This is an optimization exercise on Yosys and OpenROAD, whose aim is small area and a short achievable clock period, not a production implementation. Function not checked in this run: the RTL went through the layout flow alone.

==> design.v <==
package key_expansion_pkg;
    localparam int NR_DEFAULT = 10;
    function automatic logic [7:0] rcon_next(input logic [3:0] r);
        logic [7:0] val;
        val[0] = ~r[2] & ~r[1] & ~r[0];                      
        val[1] = r[3] | (~r[2] & ~r[1] & r[0]);              
        val[2] = (~r[2] & r[1] & ~r[0]) | (r[3] & r[0]);     
        val[3] = (~r[2] & r[1] & r[0]) | (r[3] & ~r[0]);     
        val[4] = r[3] | (r[2] & ~r[1] & ~r[0]);              
        val[5] = (r[2] & ~r[1] & r[0]) | (r[3] & r[0]);      
        val[6] = r[2] & r[1] & ~r[0];                        
        val[7] = r[2] & r[1] & r[0];                         
        rcon_next = val;
    endfunction
endpackage
module aes_sbox (
    input  logic [7:0] data,
    output logic [7:0] sub
);
    logic U0, U1, U2, U3, U4, U5, U6, U7;
    logic T1, T2, T3, T4, T5, T6, T7, T8, T9, T10, T11, T12;
    logic T13, T14, T15, T16, T17, T18, T19, T20, T21, T22, T23, T24;
    logic T25, T26, T27, M1, M2, M3, M4, M5, M6, M7, M8, M9;
    logic M10, M11, M12, M13, M14, M15, M16, M17, M18, M19, M20, M21;
    logic M22, M23, M24, M25, M26, M27, M28, M29, M30, M31, M32, M33;
    logic M34, M35, M36, M37, M38, M39, M40, M41, M42, M43, M44, M45;
    logic M46, M47, M48, M49, M50, M51, M52, M53, M54, M55, M56, M57;
    logic M58, M59, M60, M61, M62, M63, L0, L1, L2, L3, L4, L5;
    logic L6, L7, L8, L9, L10, L11, L12, L13, L14, L15, L16, L17;
    logic L18, L19, L20, L21, L22, L23, L24, L25, L26, L27, L28, L29;
    assign {U0, U1, U2, U3, U4, U5, U6, U7} = data;
    assign T1 = U0 ^ U3;
    assign T2 = U0 ^ U5;
    assign T3 = U0 ^ U6;
    assign T4 = U3 ^ U5;
    assign T5 = U4 ^ U6;
    assign T6 = T1 ^ T5;
    assign T7 = U1 ^ U2;
    assign T8 = U7 ^ T6;
    assign T9 = U7 ^ T7;
    assign T10 = T6 ^ T7;
    assign T11 = U1 ^ U5;
    assign T12 = U2 ^ U5;
    assign T13 = T3 ^ T4;
    assign T14 = T6 ^ T11;
    assign T15 = T5 ^ T11;
    assign T16 = T5 ^ T12;
    assign T17 = T9 ^ T16;
    assign T18 = U3 ^ U7;
    assign T19 = T7 ^ T18;
    assign T20 = T1 ^ T19;
    assign T21 = U6 ^ U7;
    assign T22 = T7 ^ T21;
    assign T23 = T2 ^ T22;
    assign T24 = T2 ^ T10;
    assign T25 = T20 ^ T17;
    assign T26 = T3 ^ T16;
    assign T27 = T1 ^ T12;
    assign M1 = T13 & T6;
    assign M2 = T23 & T8;
    assign M3 = T14 ^ M1;
    assign M4 = T19 & U7;
    assign M5 = M4 ^ M1;
    assign M6 = T3 & T16;
    assign M7 = T22 & T9;
    assign M8 = T26 ^ M6;
    assign M9 = T20 & T17;
    assign M10 = M9 ^ M6;
    assign M11 = T1 & T15;
    assign M12 = T4 & T27;
    assign M13 = M12 ^ M11;
    assign M14 = T2 & T10;
    assign M15 = M14 ^ M11;
    assign M16 = M3 ^ M2;
    assign M17 = M5 ^ T24;
    assign M18 = M8 ^ M7;
    assign M19 = M10 ^ M15;
    assign M20 = M16 ^ M13;
    assign M21 = M17 ^ M15;
    assign M22 = M18 ^ M13;
    assign M23 = M19 ^ T25;
    assign M24 = M22 ^ M23;
    assign M25 = M22 & M20;
    assign M26 = M21 ^ M25;
    assign M27 = M20 ^ M21;
    assign M28 = M23 ^ M25;
    assign M29 = M28 & M27;
    assign M30 = M26 & M24;
    assign M31 = M20 & M23;
    assign M32 = M27 & M31;
    assign M33 = M27 ^ M25;
    assign M34 = M21 & M22;
    assign M35 = M24 & M34;
    assign M36 = M24 ^ M25;
    assign M37 = M21 ^ M29;
    assign M38 = M32 ^ M33;
    assign M39 = M23 ^ M30;
    assign M40 = M35 ^ M36;
    assign M41 = M38 ^ M40;
    assign M42 = M37 ^ M39;
    assign M43 = M37 ^ M38;
    assign M44 = M39 ^ M40;
    assign M45 = M42 ^ M41;
    assign M46 = M44 & T6;
    assign M47 = M40 & T8;
    assign M48 = M39 & U7;
    assign M49 = M43 & T16;
    assign M50 = M38 & T9;
    assign M51 = M37 & T17;
    assign M52 = M42 & T15;
    assign M53 = M45 & T27;
    assign M54 = M41 & T10;
    assign M55 = M44 & T13;
    assign M56 = M40 & T23;
    assign M57 = M39 & T19;
    assign M58 = M43 & T3;
    assign M59 = M38 & T22;
    assign M60 = M37 & T20;
    assign M61 = M42 & T1;
    assign M62 = M45 & T4;
    assign M63 = M41 & T2;
    assign L0 = M61 ^ M62;
    assign L1 = M50 ^ M56;
    assign L2 = M46 ^ M48;
    assign L3 = M47 ^ M55;
    assign L4 = M54 ^ M58;
    assign L5 = M49 ^ M61;
    assign L6 = M62 ^ L5;
    assign L7 = M46 ^ L3;
    assign L8 = M51 ^ M59;
    assign L9 = M52 ^ M53;
    assign L10 = M53 ^ L4;
    assign L11 = M60 ^ L2;
    assign L12 = M48 ^ M51;
    assign L13 = M50 ^ L0;
    assign L14 = M52 ^ M61;
    assign L15 = M55 ^ L1;
    assign L16 = M56 ^ L0;
    assign L17 = M57 ^ L1;
    assign L18 = M58 ^ L8;
    assign L19 = M63 ^ L4;
    assign L20 = L0 ^ L1;
    assign L21 = L1 ^ L7;
    assign L22 = L3 ^ L12;
    assign L23 = L18 ^ L2;
    assign L24 = L15 ^ L9;
    assign L25 = L6 ^ L10;
    assign L26 = L7 ^ L9;
    assign L27 = L8 ^ L10;
    assign L28 = L11 ^ L14;
    assign L29 = L11 ^ L17;
    assign sub[7] = L6 ^ L24;
    assign sub[6] = ~(L16 ^ L26);
    assign sub[5] = ~(L19 ^ L28);
    assign sub[4] = L6 ^ L21;
    assign sub[3] = L20 ^ L22;
    assign sub[2] = L25 ^ L29;
    assign sub[1] = ~(L13 ^ L27);
    assign sub[0] = ~(L6 ^ L23);
endmodule
module key_expansion
#(
    parameter int NR = key_expansion_pkg::NR_DEFAULT
) (
    input  logic            clk,
    input  logic            rst_n,
    input  logic            start_in,
    input  logic [31:0]     K0_in,
    input  logic [31:0]     K1_in,
    input  logic [31:0]     K2_in,
    input  logic [31:0]     K3_in,
    input  logic            ready_in,
    output logic [31:0]     D0_out,
    output logic [31:0]     D1_out,
    output logic [31:0]     D2_out,
    output logic [31:0]     D3_out,
    output logic            valid_out,
    output logic [3:0]      round_out,
    output logic            busy_out,
    output logic            done_out
);
    logic        valid_q, idle_q, done_q;
    logic        valid_d;
    logic [31:0] w0_q, w1_q, w2_q, w3_q;
    logic [3:0]  round_q;
    logic [31:0] sub_word;
    logic [31:0] t_word;
    logic [31:0] rc_word;
    logic [31:0] p0, p1, p2, p3;
    logic [31:0] sel_ld, sel_adv, sel_hold;
    logic [3:0]  round_d;
    logic        last;
    for (genvar i = 0; i < 4; i++) begin : g_sbox
        aes_sbox u_sbox (
            .data (w3_q[(8*i + 24) % 32 +: 8]),
            .sub  (sub_word[8*i +: 8])
        );
    end
    assign rc_word  = {key_expansion_pkg::rcon_next(round_q), 24'h000000};
    assign p0       = w0_q ^ rc_word;
    assign p1       = p0 ^ w1_q;
    assign p2       = p1 ^ w2_q;
    assign p3       = p2 ^ w3_q;
    assign sel_ld   = {32{idle_q}};
    assign sel_adv  = {32{~idle_q & ready_in}};
    assign sel_hold = {32{~idle_q & ~ready_in}};
    assign t_word   = sel_adv & sub_word;       
    assign last     = round_q[3] & round_q[1];    
    assign round_d  = ({4{~idle_q & ready_in}} & (round_q + 4'd1))
                    | ({4{~idle_q & ~ready_in}} & round_q);
    assign valid_d = idle_q ? start_in : !(ready_in && last);
    always_ff @(posedge clk or negedge rst_n) begin
        if (!rst_n) begin
            valid_q <= 1'b0;
            idle_q  <= 1'b1;
            done_q  <= 1'b0;
        end else begin
            valid_q <= valid_d;
            idle_q  <= !valid_d;
            done_q  <= !idle_q && ready_in && last;
        end
    end
    always_ff @(posedge clk) begin
        w0_q    <= (idle_q ? K0_in : (ready_in ? p0 : w0_q)) ^ t_word;
        w1_q    <= (idle_q ? K1_in : (ready_in ? p1 : w1_q)) ^ t_word;
        w2_q    <= (idle_q ? K2_in : (ready_in ? p2 : w2_q)) ^ t_word;
        w3_q    <= (idle_q ? K3_in : (ready_in ? p3 : w3_q)) ^ t_word;
        round_q <= round_d;
    end
    assign D0_out    = w0_q;
    assign D1_out    = w1_q;
    assign D2_out    = w2_q;
    assign D3_out    = w3_q;
    assign round_out = round_q;
    assign valid_out = valid_q;
    assign busy_out  = valid_q;
    assign done_out  = done_q;
endmodule
==> flow/run.sh <==
#!/bin/bash
# Layout flow: the standard ORFS flow (standard.sh), with extra make variables from
# flow/make_args.txt (one VAR=value per line) and, if flow/abc.script exists, that ABC
# script in place of ORFS's abc_speed.script and abc_area.script (a copy of ORFS's scripts folder is used).
# Each ORFS step writes its own log under orfs/logs/; make's output goes to make.log.
set -euo pipefail
HERE=$(pwd)
ARGS=()
if [[ -f flow/abc.script ]]; then
  rm -rf "$HERE/scripts"
  cp -r "$FLOW_HOME/scripts" "$HERE/scripts"
  cp flow/abc.script "$HERE/scripts/abc_speed.script"
  cp flow/abc.script "$HERE/scripts/abc_area.script"
  ARGS+=("SCRIPTS_DIR=$HERE/scripts")
fi
if [[ -f flow/make_args.txt ]]; then
  while IFS= read -r line; do
    [[ -n "$line" && "$line" != \#* ]] && ARGS+=("$line")
  done < flow/make_args.txt
fi
echo "make args: ${ARGS[*]}" > make.log
bash standard.sh "${ARGS[@]}" finish >> make.log 2>&1
==> flow/abc.script <==
strash
dch
map -D 3000
topo
stime -c
buffer -c
upsize -c
dnsize -c
==> flow/make_args.txt <==
ABC_CLOCK_PERIOD_IN_PS=3000
CORE_UTILIZATION=50
SETUP_SLACK_MARGIN=12.5
BUFFER_PORTS_ARGS=-buffer_cell sky130_fd_sc_hd__buf_1
CTS_ARGS=-sink_clustering_enable -repair_clock_nets -buf_list sky130_fd_sc_hd__clkbuf_8 -dont_use_dummy_load
==> standard.sh <==
#!/bin/bash
# synth_recipe.tcl (not shown) runs the flow's synth.tcl, then flattens the netlist and writes it again
# the make line also repeats each setting of config.mk as NAME=value (left out here)
make -C /OpenROAD-flow-scripts/flow DESIGN_CONFIG=/design/flow/config.mk WORK_HOME=/design/flow/orfs CLKGATE_MAP_FILE= SYNTH_SCRIPT=/design/flow/synth_recipe.tcl "${@:-finish}"
==> config.mk <==
export PLATFORM = sky130hd
export DESIGN_NAME = key_expansion
export DESIGN_NICKNAME = key_expansion
export VERILOG_FILES = /design/flow/design.v
export SDC_FILE = /design/flow/constraint.sdc
export NUM_CORES = 4
export LEC_CHECK = 0
export CAP_MARGIN = 20
export CORE_MARGIN = 2
export CORE_UTILIZATION = 40
export SLEW_MARGIN = 20
==> constraint.sdc <==
create_clock -name core_clock -period 17.0 [get_ports {clk}]
set_input_delay 3.4000 -clock core_clock [delete_from_list [all_inputs] [get_ports {clk}]]
set_output_delay 3.4000 -clock core_clock [all_outputs]
set_load 0.01 [all_outputs]
==> flow_summary.html <==
<table>
<tr><th>Metric</th><th>Value</th></tr>
<tr><th colspan="2">Outcome</th></tr>
<tr><td>Run status</td><td>complete, no violations</td></tr>
<tr><th colspan="2">Placement</th></tr>
<tr><td>HPWL Detailed</td><td>26.2 mm</td></tr>
<tr><td>Post-place instance area</td><td>12900 um^2</td></tr>
<tr><td>Worst setup slack before clock tree synthesis</td><td>11250 ps</td></tr>
<tr><td>Quantity of I/O buffers inserted on ports</td><td>266</td></tr>
<tr><td>Final weighted congestion in routability-driven placement</td><td>0.886</td></tr>
<tr><th colspan="2">STA</th></tr>
<tr><td>Layout Skew</td><td>34.8 ps</td></tr>
<tr><td>Final Cycle Share</td><td>26.3%</td></tr>
<tr><td>Relative slew margins</td><td>48.0%</td></tr>
<tr><td>Smallest hold slack</td><td>527 ps</td></tr>
<tr><td>Final count of hold timing violations</td><td>0</td></tr>
<tr><td>Peak clock frequency supported by timing</td><td>223 MHz</td></tr>
<tr><td>Transition at the pin with the smallest max-transition slack</td><td>780 ps</td></tr>
<tr><td>Fin Setup TNS</td><td>0 ps</td></tr>
<tr><td>Final worst-path setup slack</td><td>12530 ps</td></tr>
<tr><td>Finish-stage setup viols</td><td>0</td></tr>
<tr><td>Max-slew violations</td><td>0</td></tr>
<tr><td>Setup repair after global routing missed its margin</td><td>yes</td></tr>
<tr><td>Final min period</td><td>4470 ps</td></tr>
<tr><th colspan="2">Setup path</th></tr>
<tr><td>Critical Path RT</td><td>13600 ps</td></tr>
<tr><td>Slack of the worst reg-to-reg path</td><td>12710 ps</td></tr>
<tr><td>Cell-by-cell trace of the critical path</td><td>buf_1</td></tr>
<tr><td>Worst r2r src</td><td>w3_q[17]$_DFF_P_</td></tr>
<tr><td>Critical register-to-register path endpoint</td><td>w3_q[25]$_DFF_P_</td></tr>
<tr><td>Setup crit end kind</td><td>primary output</td></tr>
<tr><td>Critical-path maximum fanout</td><td>6</td></tr>
<tr><td>Slowest cell on the critical path</td><td>sky130_fd_sc_hd__dfxtp_2</td></tr>
<tr><td>Category of cells accounting for the largest share of critical-path delay</td><td>flip-flops</td></tr>
<tr><td>Slowest cell delay on critical path</td><td>430 ps</td></tr>
<tr><td>Startpoint class of the critical path</td><td>register</td></tr>
<tr><td>Number of buffers and inverters on the critical path</td><td>1</td></tr>
<tr><td>Worst reg-to-reg path cell count</td><td>20</td></tr>
<tr><td>Arrival time of the worst setup path</td><td>1070 ps</td></tr>
<tr><td>WS Path Type</td><td>reg -&gt; out</td></tr>
<tr><th colspan="2">Finish</th></tr>
<tr><td>Design area</td><td>14300 um^2</td></tr>
<tr><td>Synth-to-layout area growth</td><td>22.7%</td></tr>
<tr><td>Share of cells above drive strength 1</td><td>18.0%</td></tr>
<tr><td>Number of nets in the finished design</td><td>1977</td></tr>
<tr><td>Filler Cells Inserted</td><td>2138</td></tr>
<tr><td>Share of the core filled with cells</td><td>62.9%</td></tr>
<tr><th colspan="2">Route</th></tr>
<tr><td>Remaining number of nets flagged by the antenna check after routing</td><td>0</td></tr>
<tr><td>Post-DR wirelength/cell</td><td>17.0 um</td></tr>
<tr><td>Via Count</td><td>11100</td></tr>
<tr><td>DRT Wirelength</td><td>36.5 mm</td></tr>
<tr><td>Detailed-routing iteration count for the pre-antenna-repair pass</td><td>5</td></tr>
<tr><td>Starting DRC count in detailed routing</td><td>774</td></tr>
<tr><td>Remaining DRCs</td><td>0</td></tr>
<tr><td>Avg Vias per Cell</td><td>5.14</td></tr>
<tr><th colspan="2">Global route</th></tr>
<tr><td>Number of global-route vias before repair</td><td>10300</td></tr>
<tr><td>Wire length of the first global-routing pass</td><td>55.0 mm</td></tr>
<tr><td>Initial antenna violation count</td><td>2</td></tr>
<tr><td>Total congestion overflow after global routing</td><td>0</td></tr>
<tr><td>Aggregate global-route resource usage</td><td>29.0%</td></tr>
<tr><td>Pin count of the biggest net entering global routing</td><td>63</td></tr>
<tr><th colspan="2">Die</th></tr>
<tr><td>Row count</td><td>55</td></tr>
<tr><td>Core Box Area</td><td>22800 um^2</td></tr>
<tr><td>Die footprint</td><td>24600 um^2</td></tr>
<tr><td>Horizontal die dimension</td><td>157 um</td></tr>
<tr><td>Initial core utilization</td><td>51.2%</td></tr>
<tr><td>Die Y-Extent</td><td>157 um</td></tr>
<tr><td>Top-level port count</td><td>267</td></tr>
<tr><th colspan="2">Clock tree</th></tr>
<tr><td>Clock latency on the worst-skew pair</td><td>470 ps</td></tr>
<tr><td>Htree depth</td><td>4</td></tr>
<tr><td>Number of buffers on the longest clock path</td><td>2</td></tr>
<tr><td>Cts-stage hold buffer count</td><td>0</td></tr>
<tr><td>CTS Root Buffer Type</td><td>sky130_fd_sc_hd__clkbuf_8</td></tr>
<tr><td>CTS buffer count</td><td>17</td></tr>
<tr><td>CTS Sinks</td><td>135</td></tr>
<tr><td>TritonCTS clock tree</td><td>yes</td></tr>
<tr><td>Clock transition at the register clock pins on the worst setup and hold paths after CTS</td><td>90 ps</td></tr>
<tr><th colspan="2">Synth</th></tr>
<tr><td>FFs w/ async S/R, synth</td><td>2.22%</td></tr>
<tr><td>Average footprint of a synthesized cell</td><td>7.56 um^2</td></tr>
<tr><td>Synthesis Warnings</td><td>1</td></tr>
<tr><td>Distinct cell type count after synthesis</td><td>54</td></tr>
<tr><td>Syn Nets</td><td>1684</td></tr>
<tr><td>Fraction of the yosys area taken by sequential cells</td><td>23.3%</td></tr>
<tr><td>Most common flop cell mapped by yosys</td><td>sky130_fd_sc_hd__dfxtp_1</td></tr>
<tr><td>Number of flops mapped to enable cells by yosys</td><td>0</td></tr>
<tr><td>Netlist area before placement</td><td>11700 um^2</td></tr>
<tr><td>Number of instances in the synthesized netlist</td><td>1543</td></tr>
<tr><td>FF+latch count, synth</td><td>135</td></tr>
<tr><th colspan="2">Job</th></tr>
<tr><td>Number of violations of the max-capacitance limit</td><td>0</td></tr>
<tr><th colspan="2">Hold path</th></tr>
<tr><td>Classification of the worst-slack hold path</td><td>reg -&gt; reg</td></tr>
<tr><td>Hold_sp</td><td>round_q[3]$_DFF_P_</td></tr>
<tr><td>Terminating pin of the worst hold path</td><td>done_q$_DFF_PN0_</td></tr>
<tr><td>Worst hold stages</td><td>2</td></tr>
</table>
## layout by cell type (no fill, tap or decap), drive strengths merged
master and count:
nor3 10, a22oi 29, nor2 122, clkinvlp 2, buf 317, clkinv 1
nand2 281, nand4 1, a31oi 1, o21ai 100, a211o 1, xnor3 1
xnor2 166, diode 2, mux2i 24, a21oi 133, bufbuf 2, and3 1
o22ai 43, dfstp 1, o21bai 5, a21boi 2, clkbuf 25, a21o 1
dfrtp 2, and2 5, o211ai 9, ha 9, or2 9, inv 129
xor2 236, dfxtp 132, nand3b 4, o21a 1, nand3 29
## repair_timing
item	in CTS	in global routing
pin swaps	3	42
endpoints found under the hold margin	0	0
setup buffers	16	37
gates cloned	4	0
setup endpoints to repair	160	150
gates resized for setup	60	104
## cell type report
cell class,instances,area (um^2),share of cell area [%]
well taps,313,392,2.74
repair buffers,327,1610,11.2
flip-flops and latches,135,2820,19.7
repair inverters,1,7.51,0.0524
diodes,2,5.00,0.0350
inverters,131,510,3.57
multi-input cells,1223,8740,61.1
clock buffers,17,234,1.63
## routing by layer
| layer | track usage [%] | part of all wire, % |
|---|---|---|
| met2 | 49.9 | 49 |
| met5 | 0 | 0 |
| met3 | 4.82 | 5.5 |
| met1 | 37.2 | 44 |
| met4 | 8.43 | 2.3 |
## logic make-up (layout without fill, tap and decap cells)
logic type,Yosys count,after routing,synth area share (%)
simple gates,462,462,16.9
xor+xnor,403,403,34.0
compound gates,325,325,16.5
buf+inv,185,476,6.19
flops,135,135,23.3
mux,24,24,2.06
fa+ha+maj,9,9,0.965
other cells,0,2,0
## sequential cells by signal (all words and copies together), names as in the netlist
name / flops
w0_q: 32
w1_q: 32
w2_q: 32
w3_q: 32
round_q: 4
done_q: 1
idle_q: 1
valid_q: 1
## metrics by stage
step | std cells
after floorplan | 1543
after global placement | 2073
after detailed placement | 2073
after CTS | 2110
after global routing | 2148
final | 2149
## Yosys cell counts (all sizes together) (20+ instances only)
cell type / instances / area (um^2)
nand2: 281 / 1130
xor2: 236 / 2350
xnor2: 166 / 1600
a21oi: 133 / 684
dfxtp: 132 / 2640
inv: 129 / 484
nor2: 122 / 477
o21ai: 100 / 572
o22ai: 43 / 269
clkbuf: 34 / 128
a22oi: 29 / 223
nand3: 29 / 175
mux2i: 24 / 240
buf: 20 / 103
## how the worst max path moves through the flow
stage                             endpoint  cells past startpoint  slack, ps              from
after floorplan           w0_q[13]$_DFF_P_                      8      12480          ready_in
after global placement    w3_q[24]$_DFF_P_                      8      11290          ready_in
after detailed placement  w3_q[24]$_DFF_P_                      8      11250          ready_in
after CTS                       D3_out[21]                      1      12500  w3_q[21]$_DFF_P_
after global routing      w3_q[22]$_DFF_P_                     25      12430   w3_q[9]$_DFF_P_
final                           D3_out[25]                      1      12530  w3_q[25]$_DFF_P_

afterwards: timing with drivers on the ports:
Ports are ideal in the flow. The routed layout listed here was re-timed in OpenROAD. Step 1 sets driving cells, clkbuf_16 on the clock port and buf_2 on the other inputs (assumed; they add their load-dependent delay and slew). Step 2 times the ports against the registers' clock, not the clock port: input delays grow and output delays shrink by t, the midpoint of the rising clock arrivals with the driver on. a / b / c = ideal / step 1 / step 2; a / b = the first two.
shift t [ns]: 0.497
slack for setup (ns): 12.526 / 12.481 / 12.073
worst register clock-pin slew, ns: 0.10 / 0.10
After both steps this run still meets setup and hold. The setup slack of this run moves by -0.045 ns with the drivers and by -0.453 ns with both steps.
